Source: an optimization exercise on an open RTL-to-GDS flow (aim: small area and a short achievable clock period). Production flows keep margins and buffers that such runs may drop.
Only simulation tests tie the RTL to the original design; equivalence was not proved.
Power is estimated from default activity; no workload was simulated.

==> inputs of job 5861 <==
==> flow/design.v <==
module microarch_trace_buffer #(
    parameter int          NUM_STAGES  = 4,
    parameter int          DE_IDX      = 1,
    parameter int          PC_W        = 32,
    parameter int          DEPTH       = 16,
    parameter int          TS_W        = 16,
    parameter logic [31:0] FINISH_INSN = 32'h00002013,
    localparam int         AW          = $clog2(DEPTH),
    localparam int         LVL_W       = AW + 1
) (
    input  logic                       clk,
    input  logic                       rst_n,
    input  logic                       if_req_i,
    input  logic [NUM_STAGES-1:0]      ev_valid_i,
    input  logic [NUM_STAGES*PC_W-1:0] ev_pc_i,
    input  logic [31:0]                de_insn_i,
    output logic                       rec_valid_o,
    input  logic                       rec_ready_i,
    output logic [NUM_STAGES-1:0]      rec_mask_o,
    output logic [NUM_STAGES*PC_W-1:0] rec_pc_o,
    output logic [31:0]                rec_insn_o,
    output logic [TS_W-1:0]            rec_cycle_o,
    output logic                       rec_lost_o,
    output logic [15:0]                drop_cnt_o,
    output logic [LVL_W-1:0]           level_o,
    output logic                       finish_o
);
    localparam int MD = DEPTH - 1;    
    logic [NUM_STAGES*PC_W-1:0] m_pc    [MD];
    logic [31:0]                m_insn  [MD];
    logic [NUM_STAGES-1:0]      m_mask  [MD];
    logic [TS_W-1:0]            m_cyc   [MD];
    logic                       m_lost  [MD];
    logic [NUM_STAGES-1:0]      h_mask_q;
    logic [NUM_STAGES*PC_W-1:0] h_pc_q;
    logic [31:0]                h_insn_q;
    logic [TS_W-1:0]            h_cyc_q;
    logic                       h_lost_q;
    logic                       prev_req_q;
    logic [PC_W-1:0]            prev_pc_q;
    logic [TS_W-1:0]            cycle_q;
    logic [15:0]                drop_cnt_q;
    logic                       lost_q;
    logic [LVL_W-1:0]           count_q;
    logic                       valid_q;    
    logic                       one_q;      
    logic [MD-1:0]              wsel_q, rsel_q;
    logic                       armed_q, drain_q, finish_q;
    logic                       fetch_evt, any_evt;
    logic [NUM_STAGES-1:0]      evt_mask;
    logic [NUM_STAGES*PC_W-1:0] in_pc;      
    logic [31:0]                evt_insn;
    assign fetch_evt = if_req_i && (!prev_req_q || (ev_pc_i[PC_W-1:0] != prev_pc_q));
    assign evt_mask  = {ev_valid_i[NUM_STAGES-1:1], fetch_evt};
    assign any_evt   = |evt_mask;
    assign evt_insn  = ev_valid_i[DE_IDX] ? de_insn_i : '0;
    genvar gi;
    generate
        for (gi = 0; gi < NUM_STAGES; gi++) begin : g_lane
            if (gi == 0) begin : g_fetch
                assign in_pc[gi*PC_W +: PC_W] = ev_pc_i[gi*PC_W +: PC_W];
            end else begin : g_stage
                assign in_pc[gi*PC_W +: PC_W] = ev_valid_i[gi] ? ev_pc_i[gi*PC_W +: PC_W] : '0;
            end
        end
    endgenerate
    logic full, pop, push, drop, h_from_in, h_from_m, m_adv_w, m_adv_r, m_wen_ok;
    logic [LVL_W-1:0] count_d;
    assign full      = count_q[LVL_W-1];           
    assign pop       = valid_q && rec_ready_i;
    assign push      = any_evt && (!full || rec_ready_i);
    assign drop      = any_evt && full && !rec_ready_i;
    assign h_from_in = !valid_q || (one_q && rec_ready_i);
    assign h_from_m  = valid_q && !one_q && rec_ready_i;
    assign m_wen_ok  = !full || rec_ready_i;
    assign m_adv_w   = push && !h_from_in;
    assign m_adv_r   = h_from_m;
    assign count_d   = count_q + LVL_W'(push) - LVL_W'(pop);
    always_ff @(posedge clk) begin
        for (int i = 0; i < MD; i++) begin
            if (wsel_q[i] && m_wen_ok) begin
                m_pc[i]   <= in_pc;
                m_insn[i] <= evt_insn;
                m_mask[i] <= evt_mask;
                m_cyc[i]  <= cycle_q;
                m_lost[i] <= lost_q;
            end
        end
    end
    logic [NUM_STAGES*PC_W-1:0] r_pc, r_pc_raw;
    logic [31:0]                r_insn;
    logic [NUM_STAGES-1:0]      r_mask;
    logic [TS_W-1:0]            r_cyc;
    logic                       r_lost;
    always_comb begin
        r_pc_raw = '0;
        r_insn = '0;
        r_mask = '0;
        r_cyc  = '0;
        r_lost = 1'b0;
        for (int i = 0; i < MD; i++) begin
            r_pc_raw = r_pc_raw | (m_pc[i]   & {(NUM_STAGES*PC_W){rsel_q[i]}});
            r_insn = r_insn | (m_insn[i] & {32{rsel_q[i]}});
            r_mask = r_mask | (m_mask[i] & {NUM_STAGES{rsel_q[i]}});
            r_cyc  = r_cyc  | (m_cyc[i]  & {TS_W{rsel_q[i]}});
            r_lost = r_lost | (m_lost[i] & rsel_q[i]);
        end
    end
    assign r_pc = {r_pc_raw[NUM_STAGES*PC_W-1:PC_W], r_pc_raw[PC_W-1:0] & {PC_W{r_mask[0]}}};
    always_ff @(posedge clk or negedge rst_n) begin
        if (!rst_n) begin
            h_mask_q <= '0;
            h_pc_q   <= '0;
            h_insn_q <= '0;
            h_cyc_q  <= '0;
            h_lost_q <= 1'b0;
        end else if (h_from_in) begin
            h_mask_q <= evt_mask;
            h_pc_q   <= {in_pc[NUM_STAGES*PC_W-1:PC_W], in_pc[PC_W-1:0] & {PC_W{fetch_evt}}};
            h_insn_q <= evt_insn;
            h_cyc_q  <= any_evt ? cycle_q : '0;
            h_lost_q <= any_evt && lost_q;
        end else if (h_from_m) begin
            h_mask_q <= r_mask;
            h_pc_q   <= r_pc;
            h_insn_q <= r_insn;
            h_cyc_q  <= r_cyc;
            h_lost_q <= r_lost;
        end
    end
    assign rec_valid_o = valid_q;
    assign rec_mask_o  = h_mask_q;
    assign rec_pc_o    = h_pc_q;
    assign rec_insn_o  = h_insn_q;
    assign rec_cycle_o = h_cyc_q;
    assign rec_lost_o  = h_lost_q;
    assign drop_cnt_o  = drop_cnt_q;
    assign level_o     = count_q;
    assign finish_o    = finish_q;
    always_ff @(posedge clk or negedge rst_n) begin
        if (!rst_n) begin
            prev_req_q <= 1'b0;
            prev_pc_q  <= '0;
            cycle_q    <= '0;
            drop_cnt_q <= '0;
            lost_q     <= 1'b0;
            count_q    <= '0;
            valid_q    <= 1'b0;
            one_q      <= 1'b0;
            wsel_q     <= MD'(1);
            rsel_q     <= MD'(1);
        end else begin
            prev_req_q <= if_req_i;
            prev_pc_q  <= ev_pc_i[PC_W-1:0];
            cycle_q    <= cycle_q + 1'b1;
            if (drop && (drop_cnt_q != 16'hFFFF)) begin
                drop_cnt_q <= drop_cnt_q + 16'd1;
            end
            if (any_evt) begin
                lost_q <= drop;
            end
            count_q <= count_d;
            valid_q <= (count_d != '0);
            one_q   <= (count_d == LVL_W'(1));
            if (m_adv_w) begin
                wsel_q <= {wsel_q[MD-2:0], wsel_q[MD-1]};
            end
            if (m_adv_r) begin
                rsel_q <= {rsel_q[MD-2:0], rsel_q[MD-1]};
            end
        end
    end
    always_ff @(posedge clk or negedge rst_n) begin
        if (!rst_n) begin
            armed_q  <= 1'b0;
            drain_q  <= 1'b0;
            finish_q <= 1'b0;
        end else begin
            if (!armed_q && !drain_q && !finish_q) begin
                if (ev_valid_i[DE_IDX] && (de_insn_i == FINISH_INSN)) begin
                    armed_q <= 1'b1;
                end
            end
            if (armed_q && ev_valid_i[NUM_STAGES-1]) begin
                armed_q <= 1'b0;
                drain_q <= 1'b1;
            end
            if (drain_q && !valid_q && !any_evt) begin
                drain_q  <= 1'b0;
                finish_q <= 1'b1;
            end
        end
    end
endmodule
==> flow/run.sh <==
#!/bin/bash
# synth_recipe.tcl (not shown) runs the flow's synth.tcl, then flattens the netlist and writes it again
# the make line also repeats each setting of config.mk as NAME=value (left out here)
make -C /OpenROAD-flow-scripts/flow DESIGN_CONFIG=/design/flow/config.mk WORK_HOME=/design/flow/orfs CLKGATE_MAP_FILE= SYNTH_SCRIPT=/design/flow/synth_recipe.tcl finish
==> flow/config.mk <==
export PLATFORM = sky130hd
export DESIGN_NAME = microarch_trace_buffer
export DESIGN_NICKNAME = microarch_trace_buffer
export VERILOG_FILES = /design/flow/design.v
export SDC_FILE = /design/flow/constraint.sdc
export NUM_CORES = 4
export LEC_CHECK = 0
export CAP_MARGIN = 20
export CORE_MARGIN = 2
export CORE_UTILIZATION = 40
export SLEW_MARGIN = 20
==> flow/constraint.sdc <==
create_clock -name core_clock -period 5.2 [get_ports {clk}]
set_input_delay 1.0400 -clock core_clock [delete_from_list [all_inputs] [get_ports {clk}]]
set_output_delay 1.0400 -clock core_clock [all_outputs]
set_load 0.01 [all_outputs]
==> job 3132 (differences from job 5861) <==
--- a/flow/design.v
+++ b/flow/design.v
@@ -44,42 +44,50 @@
     logic [LVL_W-1:0]           count_q;
     logic                       valid_q;    
     logic                       one_q;      
-    logic [MD-1:0]              wsel_q, rsel_q;
+    logic [MD-1:0]              wsel_q, rptr_q, rsel_q;
+    logic                       in_sel_q;   
     logic                       armed_q, drain_q, finish_q;
     logic                       fetch_evt, any_evt;
     logic [NUM_STAGES-1:0]      evt_mask;
-    logic [NUM_STAGES*PC_W-1:0] in_pc;      
+    logic [NUM_STAGES*PC_W-1:0] evt_pc;
     logic [31:0]                evt_insn;
     assign fetch_evt = if_req_i && (!prev_req_q || (ev_pc_i[PC_W-1:0] != prev_pc_q));
     assign evt_mask  = {ev_valid_i[NUM_STAGES-1:1], fetch_evt};
     assign any_evt   = |evt_mask;
-    assign evt_insn  = ev_valid_i[DE_IDX] ? de_insn_i : '0;
+    assign evt_insn  = evt_mask[DE_IDX] ? de_insn_i : '0;
     genvar gi;
     generate
         for (gi = 0; gi < NUM_STAGES; gi++) begin : g_lane
-            if (gi == 0) begin : g_fetch
-                assign in_pc[gi*PC_W +: PC_W] = ev_pc_i[gi*PC_W +: PC_W];
-            end else begin : g_stage
-                assign in_pc[gi*PC_W +: PC_W] = ev_valid_i[gi] ? ev_pc_i[gi*PC_W +: PC_W] : '0;
-            end
+            assign evt_pc[gi*PC_W +: PC_W] = evt_mask[gi] ? ev_pc_i[gi*PC_W +: PC_W] : '0;
         end
     endgenerate
-    logic full, pop, push, drop, h_from_in, h_from_m, m_adv_w, m_adv_r, m_wen_ok;
+    logic full, pop, push, drop, h_load, m_adv_w, m_adv_r, m_wen_ok;
     logic [LVL_W-1:0] count_d;
     assign full      = count_q[LVL_W-1];           
     assign pop       = valid_q && rec_ready_i;
     assign push      = any_evt && (!full || rec_ready_i);
     assign drop      = any_evt && full && !rec_ready_i;
-    assign h_from_in = !valid_q || (one_q && rec_ready_i);
-    assign h_from_m  = valid_q && !one_q && rec_ready_i;
+    assign h_load    = !valid_q || rec_ready_i;
     assign m_wen_ok  = !full || rec_ready_i;
-    assign m_adv_w   = push && !h_from_in;
-    assign m_adv_r   = h_from_m;
-    assign count_d   = count_q + LVL_W'(push) - LVL_W'(pop);
+    assign m_adv_w   = push && valid_q && !(one_q && rec_ready_i);
+    assign m_adv_r   = rec_ready_i && valid_q && !one_q;
+    logic [LVL_W-1:0] count_inc, count_dec;
+    logic             eq0, eq1, eq2, up, down, valid_d, one_d, ring_d;
+    assign count_inc = count_q + 1'b1;
+    assign count_dec = count_q - 1'b1;
+    assign eq0       = !valid_q;
+    assign eq1       = one_q;
+    assign eq2       = (count_q == LVL_W'(2));
+    assign up        = push && !pop;
+    assign down      = pop && !push;
+    assign count_d   = up ? count_inc : (down ? count_dec : count_q);
+    assign valid_d   = up || (down ? !eq1 : valid_q);
+    assign one_d     = up ? eq0 : (down ? eq2 : eq1);
+    assign ring_d    = valid_d && !one_d;    
     always_ff @(posedge clk) begin
         for (int i = 0; i < MD; i++) begin
             if (wsel_q[i] && m_wen_ok) begin
-                m_pc[i]   <= in_pc;
+                m_pc[i]   <= evt_pc;
                 m_insn[i] <= evt_insn;
                 m_mask[i] <= evt_mask;
                 m_cyc[i]  <= cycle_q;
@@ -87,26 +95,26 @@
             end
         end
     end
-    logic [NUM_STAGES*PC_W-1:0] r_pc, r_pc_raw;
-    logic [31:0]                r_insn;
-    logic [NUM_STAGES-1:0]      r_mask;
-    logic [TS_W-1:0]            r_cyc;
-    logic                       r_lost;
+    logic [NUM_STAGES*PC_W-1:0] n_pc;
+    logic [31:0]                n_insn;
+    logic [NUM_STAGES-1:0]      n_mask;
+    logic [TS_W-1:0]            n_cyc;
+    logic                       n_lost, in_take;
+    assign in_take = in_sel_q && any_evt;
     always_comb begin
-        r_pc_raw = '0;
-        r_insn = '0;
-        r_mask = '0;
-        r_cyc  = '0;
-        r_lost = 1'b0;
+        n_pc   = evt_pc   & {(NUM_STAGES*PC_W){in_sel_q}};
+        n_insn = evt_insn & {32{in_sel_q}};
+        n_mask = evt_mask & {NUM_STAGES{in_sel_q}};
+        n_cyc  = cycle_q  & {TS_W{in_take}};
+        n_lost = lost_q   & in_take;
         for (int i = 0; i < MD; i++) begin
-            r_pc_raw = r_pc_raw | (m_pc[i]   & {(NUM_STAGES*PC_W){rsel_q[i]}});
-            r_insn = r_insn | (m_insn[i] & {32{rsel_q[i]}});
-            r_mask = r_mask | (m_mask[i] & {NUM_STAGES{rsel_q[i]}});
-            r_cyc  = r_cyc  | (m_cyc[i]  & {TS_W{rsel_q[i]}});
-            r_lost = r_lost | (m_lost[i] & rsel_q[i]);
-        end
-    end
-    assign r_pc = {r_pc_raw[NUM_STAGES*PC_W-1:PC_W], r_pc_raw[PC_W-1:0] & {PC_W{r_mask[0]}}};
+            n_pc   = n_pc   | (m_pc[i]   & {(NUM_STAGES*PC_W){rsel_q[i]}});
+            n_insn = n_insn | (m_insn[i] & {32{rsel_q[i]}});
+            n_mask = n_mask | (m_mask[i] & {NUM_STAGES{rsel_q[i]}});
+            n_cyc  = n_cyc  | (m_cyc[i]  & {TS_W{rsel_q[i]}});
+            n_lost = n_lost | (m_lost[i] & rsel_q[i]);
+        end
+    end
     always_ff @(posedge clk or negedge rst_n) begin
         if (!rst_n) begin
             h_mask_q <= '0;
@@ -114,18 +122,12 @@
             h_insn_q <= '0;
             h_cyc_q  <= '0;
             h_lost_q <= 1'b0;
-        end else if (h_from_in) begin
-            h_mask_q <= evt_mask;
-            h_pc_q   <= {in_pc[NUM_STAGES*PC_W-1:PC_W], in_pc[PC_W-1:0] & {PC_W{fetch_evt}}};
-            h_insn_q <= evt_insn;
-            h_cyc_q  <= any_evt ? cycle_q : '0;
-            h_lost_q <= any_evt && lost_q;
-        end else if (h_from_m) begin
-            h_mask_q <= r_mask;
-            h_pc_q   <= r_pc;
-            h_insn_q <= r_insn;
-            h_cyc_q  <= r_cyc;
-            h_lost_q <= r_lost;
+        end else if (h_load) begin
+            h_mask_q <= n_mask;
+            h_pc_q   <= n_pc;
+            h_insn_q <= n_insn;
+            h_cyc_q  <= n_cyc;
+            h_lost_q <= n_lost;
         end
     end
     assign rec_valid_o = valid_q;
@@ -148,7 +150,9 @@
             valid_q    <= 1'b0;
             one_q      <= 1'b0;
             wsel_q     <= MD'(1);
-            rsel_q     <= MD'(1);
+            rptr_q     <= MD'(1);
+            rsel_q     <= '0;
+            in_sel_q   <= 1'b1;
         end else begin
             prev_req_q <= if_req_i;
             prev_pc_q  <= ev_pc_i[PC_W-1:0];
@@ -160,13 +164,21 @@
                 lost_q <= drop;
             end
             count_q <= count_d;
-            valid_q <= (count_d != '0);
-            one_q   <= (count_d == LVL_W'(1));
+            valid_q <= valid_d;
+            one_q   <= one_d;
             if (m_adv_w) begin
                 wsel_q <= {wsel_q[MD-2:0], wsel_q[MD-1]};
             end
             if (m_adv_r) begin
-                rsel_q <= {rsel_q[MD-2:0], rsel_q[MD-1]};
+                rptr_q <= {rptr_q[MD-2:0], rptr_q[MD-1]};
+            end
+            in_sel_q <= !ring_d;
+            if (!ring_d) begin
+                rsel_q <= '0;
+            end else if (m_adv_r) begin
+                rsel_q <= {rptr_q[MD-2:0], rptr_q[MD-1]};
+            end else begin
+                rsel_q <= rptr_q;
             end
         end
     end
==> run summary <==
Job 3132 completed with no timing, DRC or antenna violations. Job 5861 completed without violations. Against job 5861, the clock-buffer cell count of job 3132 is lower by 17. In job 3132 the routed wire length is smaller than in job 5861, by 2.5%. Of job 5861 and job 3132, job 3132 has the higher fmax (gap 3.9%, measured against job 3132). Against job 3132, the combinational power of job 5861 is lower by about 1%. In job 5861 the global-route usage is higher than in job 3132, by 0.69 points. In job 3132 the sequential cell count is higher than in job 5861, by 16. Of job 5861 and job 3132, job 3132 has the higher core utilization (gap 0.081 points). Between job 5861 and job 3132, the lower final cell count is in job 3132 (gap 0.93%, measured against job 3132).

## re-timing with driven ports
How much do the figures lean on ideal ports? The routed layouts below were timed once more, with nothing changed but the port constraints. Step 1 sets driving cells, clkbuf_16 on the clock port and buf_2 on the other inputs (assumed; they add their load-dependent delay and slew). Step 2 adds t to the input delays and takes it off the output delays; t is the mean of the earliest and latest rising clock arrival at the registers after step 1. Input paths then give back, and output paths get back, about the clock's delay inside the block. Slacks: ideal ports / drivers / drivers and shift; pairs: ideal ports / drivers.
| run | t, ns | setup WS [ns] | hold WS [ns] | worst slew at a driven data input, ns | cell pins on the clock port's net |
|---|---|---|---|---|---|
| job 5861 | 1.028 | 0.921 / 0.998 / -0.031 | 0.188 / 0.142 / 0.491 | 0.07 | 1 |
| job 3132 | 0.951 | 1.087 / 1.146 / 0.195 | 0.160 / 0.126 / 0.505 | 0.16 | 1 |
Met with ideal ports but missed after step 2: setup timing in job 5861. For job 5861, which loses most, drivers alone change the setup slack by +0.077 ns; drivers and shift together by -0.952 ns.
